Source: an optimization exercise on an open RTL-to-GDS flow (aim: small area, a short achievable clock period and few clock cycles per item). Production flows keep margins and buffers that such runs may drop.
Function was checked by simulation only, so behaviour that the tests miss may differ from the original.
Power and IR drop assume default switching activity.

## zs_conv_top
module zs_conv_top #(
    parameter int NUM_PIXELS = 8,
    parameter int IN_ADDR_W  = 12
) (
    input  logic                         clk,
    input  logic                         reset,
    input  logic                         ps_loading,
    output logic [IN_ADDR_W-1:0]         in_addr,
    input  logic [zs_pkg::DATA_W-1:0]    in_rd_value,
    input  logic [zs_pkg::DATA_W-1:0]    in_rd_position,
    output logic [zs_pkg::CHANNEL_W-1:0] weight_addr,
    input  logic [zs_pkg::DATA_W-1:0]    weight_rddata,
    output logic                         out_wr_en,
    output logic [zs_pkg::DATA_W-1:0]    out_wr_addr,
    output logic [zs_pkg::DATA_W-1:0]    out_wr_value,
    output logic [zs_pkg::DATA_W-1:0]    out_wr_position,
    output logic                         pl_need_weights,
    output logic                         pl_need_data
);
    localparam int PASS_W  = $clog2(PASSES);
    localparam int LANE_W  = $clog2(LANES);
    localparam int CELLS   = LANES * NUM_PIXELS;
    localparam int CELL_W  = LANE_W + PIXEL_W;
    localparam int OADDR_W = $clog2(NUM_MAPS * NUM_PIXELS + 1);
    localparam int CNT_W   = $clog2(CELLS + 1);
    localparam int AHEAD   = 4;
    logic                  need;       
    logic                  loading;    
    logic                  first;      
    logic                  issuing;    
    logic [PASS_W-1:0]     ipass;      
    logic [PASS_W-1:0]     wpass;      
    logic [IN_ADDR_W-1:0]  lenm1;      
    logic                  empty;      
    logic                  rd_pend;    
  ...
For scale: roughly 2800 cells after synthesis, ~810 flip-flops, ~210 I/O pins.
==> flow/config.mk <==
export PLATFORM = sky130hd
export DESIGN_NAME = zs_conv_top
export DESIGN_NICKNAME = zs_conv_top
export VERILOG_FILES = /design/flow/design.v
export SDC_FILE = /design/flow/constraint.sdc
export NUM_CORES = 4
export LEC_CHECK = 0
export CAP_MARGIN = 20
export CORE_MARGIN = 2
export CORE_UTILIZATION = 40
export CTS_CLUSTER_DIAMETER = 80
export CTS_CLUSTER_SIZE = 25
export SLEW_MARGIN = 20
export TNS_END_PERCENT = 5
==> flow/constraint.sdc <==
create_clock -name core_clock -period 10.0 [get_ports {clk}]
set_input_delay 2.0000 -clock core_clock [delete_from_list [all_inputs] [get_ports {clk}]]
set_output_delay 2.0000 -clock core_clock [all_outputs]
set_load 0.01 [all_outputs]
standard.sh (not shown) runs the stock make flow with config.mk's settings and CLKGATE_MAP_FILE= SYNTH_SCRIPT=/design/flow/synth_recipe.tcl, a recipe that flattens the netlist after the stock synthesis.
==> flow/flow/run.sh <==
#!/bin/bash
# The standard layout, with repair_timing aiming for more setup slack than config.mk
# may ask for. Each tool's full output stays in orfs/logs; make's own output in standard.log.
set -euo pipefail
bash standard.sh SETUP_SLACK_MARGIN=6.5 finish > standard.log 2>&1
The baseline passed the timing, design-rule and antenna checks.
Testbench counts at the start, summed over its fixed seeds: cycles 51,050, layers 256.
Next try:
--- a/flow/design.v
+++ b/flow/design.v
@@ -129,24 +129,25 @@
     logic                  s1_v, s2_v, s3_v, s4_v;    
     logic                  s1_e, s2_e, s3_e, s4_e;    
     logic                  s1_stop;                   
     logic [DATA_W-1:0]     v1, v2, v3;
     logic [PIXEL_W-1:0]    p1, p2;
     logic [LANES-1:0][5:0] w3, w4;      
     logic [DATA_W-1:13]    v4;          
     logic [PIXEL_W-1:0]    rsel4;       
     logic [LANES-1:0][1:0] cy4;         
     logic [LANES-1:0][5:0] booth;
     logic [LANES-1:0][NUM_PIXELS-1:0][DATA_W-1:0] acc;
     logic [NUM_PIXELS-1:0] touched;    
+    logic [CELLS-1:0]      todo;       
     logic [CELLS-1:0]      pend;       
     logic [CELLS-1:0]      pend_n;
     logic [PIXEL_W-1:0]    rsel;       
     logic [NUM_PIXELS-1:0] rd_oh;      
     logic [NUM_PIXELS-1:0] rdh_oh;     
     logic [LANE_W-1:0]     wlane;      
     logic                  wrd;        
     logic                  wr_phase;
     logic                  wdone;
     logic                  wfirst;     
     logic [CNT_W-1:0]      wcnt;       
     logic [CNT_W-1:0]      pcnt;
@@ -302,24 +303,31 @@
             .co1 ()
         );
     end
     always_ff @(posedge clk) begin
         for (int l = 0; l < LANES; l++) begin
             for (int p = 0; p < NUM_PIXELS; p++) begin
                 if (s3_v && rsel  == PIXEL_W'(p)) acc[l][p][15:0]  <= sum_lo[l];
                 if (s4_v && rsel4 == PIXEL_W'(p)) acc[l][p][31:16] <= sum_hi[l];
             end
         end
     end
     always_comb begin
+        for (int l = 0; l < LANES; l++) begin
+            for (int p = 0; p < NUM_PIXELS; p++) begin
+                pend[l*NUM_PIXELS + p] = todo[l*NUM_PIXELS + p] && !acc[l][p][DATA_W-1];
+            end
+        end
+    end
+    always_comb begin
         pend_n = pend;
         if (wrd) pend_n[{wlane, rsel}] = 1'b0;
     end
     zs_first_set #(.N(CELLS), .W(CELL_W)) u_pick (
         .pend (pend_n),
         .idx  (widx)
     );
     zs_fetch #(.N(CELLS), .W(CNT_W)) u_count (
         .bits (pend),
         .cnt  (pcnt)
     );
     assign wval   = rd[wlane];
@@ -329,50 +337,51 @@
     logic [LANE_W-1:0]    o_lane;
     logic [PIXEL_W-1:0]   o_pix;
     logic [OADDR_W-1:0]   o_addr;
     always_ff @(posedge clk) begin
         rsel    <= rsel_n;
         if (s2_v && !(!s3_e && (touched[p2] || (s3_v && rsel == p2)))) rd_oh <= '0;
         else rd_oh <= NUM_PIXELS'(1) << rsel_n;
         if (s3_v) rdh_oh <= rd_oh;
         else      rdh_oh <= NUM_PIXELS'(1) << rsel_n;
         wlane <= widx[PIXEL_W +: LANE_W];
         if (reset) begin
             touched   <= '0;
-            pend      <= '0;
+            todo      <= '0;
             wr_phase  <= 1'b0;
             wrd       <= 1'b0;
             wfirst    <= 1'b0;
             wcnt      <= '0;
             wpass     <= '0;
             out_wr_en <= 1'b0;
             o_addr    <= '0;
         end else begin
             if (need) o_addr <= '0;
             else      o_addr <= o_addr + OADDR_W'(out_wr_en);
             wrd       <= wr_phase && (pend_n != '0);
             wfirst    <= s4_e;
             if (wfirst)   wcnt <= pcnt;
             else if (wrd) wcnt <= wcnt - 1'b1;
             out_wr_en <= (wrd && wval != '0) || (wdone && !more);
             if (s3_v) touched[rsel] <= 1'b1;
             if (s3_e) touched <= '0;
             if (s4_v) begin
-                for (int l = 0; l < LANES; l++) pend[l*NUM_PIXELS + rsel4] <= !sum_hi[l][15];
+                for (int l = 0; l < LANES; l++) todo[l*NUM_PIXELS + rsel4] <= 1'b1;
             end
             if (s4_e) begin
                 wr_phase <= 1'b1;
                 wpass    <= ipass;
             end
-            if (wrd)   pend     <= pend_n;
+            if (wrd)   todo     <= todo & pend_n;
+            if (wdone) todo     <= '0;
             if (wdone) wr_phase <= 1'b0;
         end
     end
     always_ff @(posedge clk) begin
         o_stop       <= !wrd;
         o_pass       <= wpass;
         o_lane       <= wlane;
         o_pix        <= rsel;
         out_wr_value <= wrd ? wval : STOP_WORD;
     end
     assign out_wr_addr     = DATA_W'(o_addr);
     assign out_wr_position = o_stop ? STOP_WORD
Effect: Sequential cell count does not change. Global-route usage came out higher by 0.51 points. Die area came out lower by 0.73%. Via count came out lower by 2.4%. Power came out lower by 39%. Cell count came out lower by 1.9%. Synthesized cell count came out lower by 0.92%.
Testbench counts after the change, summed over its fixed seeds: cycles 51,050, layers 256.

* * *

== red ==
zs_conv_top, a different RTL version from the one above (not shown whole).
For scale: roughly 810 flip-flops.
## zs_conv_top
module zs_conv_top #(
    parameter int NUM_PIXELS = 8,
    parameter int IN_ADDR_W  = 12
) (
    input  logic                         clk,
    input  logic                         reset,
    input  logic                         ps_loading,
    output logic [IN_ADDR_W-1:0]         in_addr,
    input  logic [zs_pkg::DATA_W-1:0]    in_rd_value,
    input  logic [zs_pkg::DATA_W-1:0]    in_rd_position,
    output logic [zs_pkg::CHANNEL_W-1:0] weight_addr,
    input  logic [zs_pkg::DATA_W-1:0]    weight_rddata,
    output logic                         out_wr_en,
    output logic [zs_pkg::DATA_W-1:0]    out_wr_addr,
    output logic [zs_pkg::DATA_W-1:0]    out_wr_value,
    output logic [zs_pkg::DATA_W-1:0]    out_wr_position,
    output logic                         pl_need_weights,
    output logic                         pl_need_data
);
    localparam int PASS_W  = $clog2(PASSES);
    localparam int LANE_W  = $clog2(LANES);
    localparam int CELLS   = LANES * NUM_PIXELS;
    localparam int CELL_W  = LANE_W + PIXEL_W;
    localparam int OADDR_W = $clog2(NUM_MAPS * NUM_PIXELS + 1);
    localparam int CNT_W   = $clog2(CELLS + 1);
    localparam int AHEAD   = 4;
    logic                  need;       
    logic                  loading;    
    logic                  first;      
    logic                  issuing;    
    logic [PASS_W-1:0]     ipass;      
    logic [PASS_W-1:0]     wpass;      
    logic [IN_ADDR_W-1:0]  lenm1;      
    logic                  empty;      
    logic                  rd_pend;    
    logic                  rd_last;    
    logic                  s1_v, s2_v, s3_v, s4_v;    
    logic                  s1_e, s2_e, s3_e, s4_e;    
    logic                  s1_stop;                   
    logic [DATA_W-1:0]     v1, v2, v3;
    logic [PIXEL_W-1:0]    p1, p2;
  ...
==> flow/config.mk <==
export PLATFORM = sky130hd
export DESIGN_NAME = zs_conv_top
export DESIGN_NICKNAME = zs_conv_top
export VERILOG_FILES = /design/flow/design.v
export SDC_FILE = /design/flow/constraint.sdc
export NUM_CORES = 4
export LEC_CHECK = 0
export CAP_MARGIN = 20
export CORE_MARGIN = 2
export CORE_UTILIZATION = 40
export CTS_CLUSTER_DIAMETER = 80
export CTS_CLUSTER_SIZE = 25
export SLEW_MARGIN = 20
export TNS_END_PERCENT = 5
==> flow/constraint.sdc <==
create_clock -name core_clock -period 10.0 [get_ports {clk}]
set_input_delay 2.0000 -clock core_clock [delete_from_list [all_inputs] [get_ports {clk}]]
set_output_delay 2.0000 -clock core_clock [all_outputs]
set_load 0.01 [all_outputs]
Scripts as last shown in full above: flow/flow/run.sh
Testbench counts of red, summed over its fixed seeds: cycles 51,050, layers 256.
Here is what was changed in the inputs of blue compared with red.
--- a/flow/design.v
+++ b/flow/design.v
@@ -140,42 +140,47 @@
     logic [NUM_PIXELS-1:0] touched;    
     logic [CELLS-1:0]      todo;       
     logic [CELLS-1:0]      pend;       
     logic [CELLS-1:0]      pend_n;
     logic [PIXEL_W-1:0]    rsel;       
     logic [NUM_PIXELS-1:0] rd_oh;      
     logic [NUM_PIXELS-1:0] rdh_oh;     
     logic [LANE_W-1:0]     wlane;      
     logic                  wrd;        
     logic                  wr_phase;
     logic                  wdone;
     logic                  wfirst;     
+    logic                  wsecond;    
+    logic [3:0][2:0]       gcnt;       
     logic [CNT_W-1:0]      wcnt;       
-    logic [CNT_W-1:0]      pcnt;
+    logic [1:0]            wsub;       
+    logic [CELLS-1:0]      cand;       
+    logic [CELLS-1:0]      pick;       
     logic                  is_stop;
     logic                  start0, startn, more, last_iss;
     logic [CELL_W-1:0]     widx;
     logic [LANES-1:0][DATA_W-1:0] rd;
     logic [LANES-1:0][15:0] sum_lo, sum_hi;
     logic [LANES-1:0][1:0]  cy;
     logic [LANES-1:0][DATA_W-1:0] pp0, ppx, pp0h, ppxh;
     logic [PIXEL_W-1:0]    rsel_n;
     logic [DATA_W-1:0]     wval;
     assign pl_need_weights = need;
     assign pl_need_data    = need;
     assign is_stop  = rd_pend && first && !s1_stop && (in_rd_position == STOP_WORD);
     assign start0   = loading && !ps_loading;
     assign more     = (wpass != PASS_W'(PASSES - 1)) && !empty;
     assign wdone    = wr_phase && !wrd && (pend == '0);
-    assign startn   = wr_phase && ((!wfirst && wcnt <= CNT_W'(AHEAD)) || wdone)
+    assign startn   = wr_phase && ((!wfirst && !wsecond && wcnt <= CNT_W'(AHEAD) + CNT_W'(wsub))
+                                   || wdone)
                    && (ipass == wpass) && more;
     assign last_iss = (in_addr == lenm1);
     always_ff @(posedge clk) begin
         if (reset) begin
             need    <= 1'b1;
             loading <= 1'b0;
             first   <= 1'b0;
             issuing <= 1'b0;
             ipass   <= '0;
             in_addr <= '0;
             rd_pend <= 1'b0;
             rd_last <= 1'b0;
@@ -313,64 +318,78 @@
     end
     always_comb begin
         for (int l = 0; l < LANES; l++) begin
             for (int p = 0; p < NUM_PIXELS; p++) begin
                 pend[l*NUM_PIXELS + p] = todo[l*NUM_PIXELS + p] && !acc[l][p][DATA_W-1];
             end
         end
     end
     always_comb begin
         pend_n = pend;
         if (wrd) pend_n[{wlane, rsel}] = 1'b0;
     end
+    always_comb begin
+        cand = pend;
+        if (s4_v) begin
+            for (int l = 0; l < LANES; l++) cand[l*NUM_PIXELS + rsel4] = 1'b1;
+        end
+    end
+    assign pick = wr_phase ? pend_n : cand;
     zs_first_set #(.N(CELLS), .W(CELL_W)) u_pick (
-        .pend (pend_n),
+        .pend (pick),
         .idx  (widx)
     );
-    zs_fetch #(.N(CELLS), .W(CNT_W)) u_count (
-        .bits (pend),
-        .cnt  (pcnt)
-    );
     assign wval   = rd[wlane];
     assign rsel_n = s2_v ? p2 : widx[PIXEL_W-1:0];
     logic                 o_stop_hi;    
     logic                 o_stop_lo;    
     logic [2:0]           o_map;
     logic [PIXEL_W-1:0]   o_pix;
     logic [OADDR_W-1:0]   o_addr;
     always_ff @(posedge clk) begin
         rsel    <= rsel_n;
         if (s2_v && !(!s3_e && (touched[p2] || (s3_v && rsel == p2)))) rd_oh <= '0;
         else rd_oh <= NUM_PIXELS'(1) << rsel_n;
         if (s3_v) rdh_oh <= rd_oh;
         else      rdh_oh <= NUM_PIXELS'(1) << rsel_n;
         wlane <= widx[PIXEL_W +: LANE_W];
         if (reset) begin
             touched   <= '0;
             todo      <= '0;
             wr_phase  <= 1'b0;
             wrd       <= 1'b0;
             wfirst    <= 1'b0;
+            wsub      <= '0;
+            wsecond   <= 1'b0;
+            gcnt      <= '0;
             wcnt      <= '0;
             wpass     <= '0;
             out_wr_en <= 1'b0;
             o_addr    <= '0;
         end else begin
             if (need) o_addr <= '0;
             else      o_addr <= o_addr + OADDR_W'(out_wr_en);
-            wrd       <= wr_phase && (pend_n != '0);
+            wrd       <= wr_phase ? (pend_n != '0) : (s4_e && cand != '0);
             wfirst    <= s4_e;
-            if (wfirst)   wcnt <= pcnt;
-            else if (wrd) wcnt <= wcnt - 1'b1;
-            out_wr_en <= (wrd && wval != '0) || (wdone && !more);
+            wsecond <= wfirst;
+            if (wfirst) begin
+                for (int g = 0; g < 4; g++) gcnt[g] <= 3'(pend[g*4]) + 3'(pend[g*4+1]) + 3'(pend[g*4+2]) + 3'(pend[g*4+3]);
+                wsub <= 2'(wrd && pend[{wlane, rsel}]);
+            end else if (wsecond) begin
+                wcnt <= CNT_W'(gcnt[0]) + CNT_W'(gcnt[1]) + CNT_W'(gcnt[2]) + CNT_W'(gcnt[3]);
+                wsub <= wsub + 2'(wrd);
+            end else if (wrd) begin
+                wcnt <= wcnt - 1'b1;
+            end
+            out_wr_en <= (wrd && wval != '0 && !wval[DATA_W-1]) || (wdone && !more);
             if (s3_v) touched[rsel] <= 1'b1;
             if (s3_e) touched <= '0;
             if (s4_v) begin
                 for (int l = 0; l < LANES; l++) todo[l*NUM_PIXELS + rsel4] <= 1'b1;
             end
             if (s4_e) begin
                 wr_phase <= 1'b1;
                 wpass    <= ipass;
             end
             if (wrd)   todo     <= todo & pend_n;
             if (wdone) todo     <= '0;
             if (wdone) wr_phase <= 1'b0;
Findings:
- Run comparison: blue launching element of the worst setup path in_addr[4]$_SDFFE_PP0P_; red launching element of the worst setup path in_addr[0]$_SDFFE_PP0P_
- red → blue: number of flops mapped to enable cells by yosys held, die area +1900 um2.
- Flip-flop and latch count on blue is up relative to red.
- Taking red as the reference, in blue power moved up; number of inserted filler cells in the final layout increased by 175 relative to the old numbers.
- Total cell area at the placement stage, blue vs red: up by a few percent
Testbench counts of blue, summed over its fixed seeds: cycles 50,248, layers 256.

## re-timing with driven ports
The results above use ideal ports. As a check the final layouts listed here were re-extracted and re-timed, cells and wires unchanged. Step 1: set_driving_cell puts a clkbuf_16 on clk and a buf_2 on each other input, an assumption about the parent block. Step 2 times the ports against the registers' clock, not the clock port: input delays grow and output delays shrink by t, the midpoint of the rising clock arrivals with the driver on. Slacks: ideal / step 1 / step 2; pairs: ideal / step 1.
| run | t (ns) | setup WS [ns] | clock arrival spread, ns |
|---|---|---|---|
| the first run of note 1 | 0.670 | 6.006 / 6.006 / 5.903 | 0.050 / 0.050 |
| the second run of note 1 | 0.690 | 6.216 / 6.216 / 6.026 | 0.028 / 0.028 |
| red | 0.690 | 6.358 / 6.288 / 5.772 | 0.042 / 0.042 |
| blue | 0.692 | 6.324 / 6.254 / 6.036 | 0.045 / 0.045 |
After both steps every run listed still meets setup and hold. For red, which loses most, drivers alone change the setup slack by -0.070 ns; drivers and shift together by -0.586 ns.
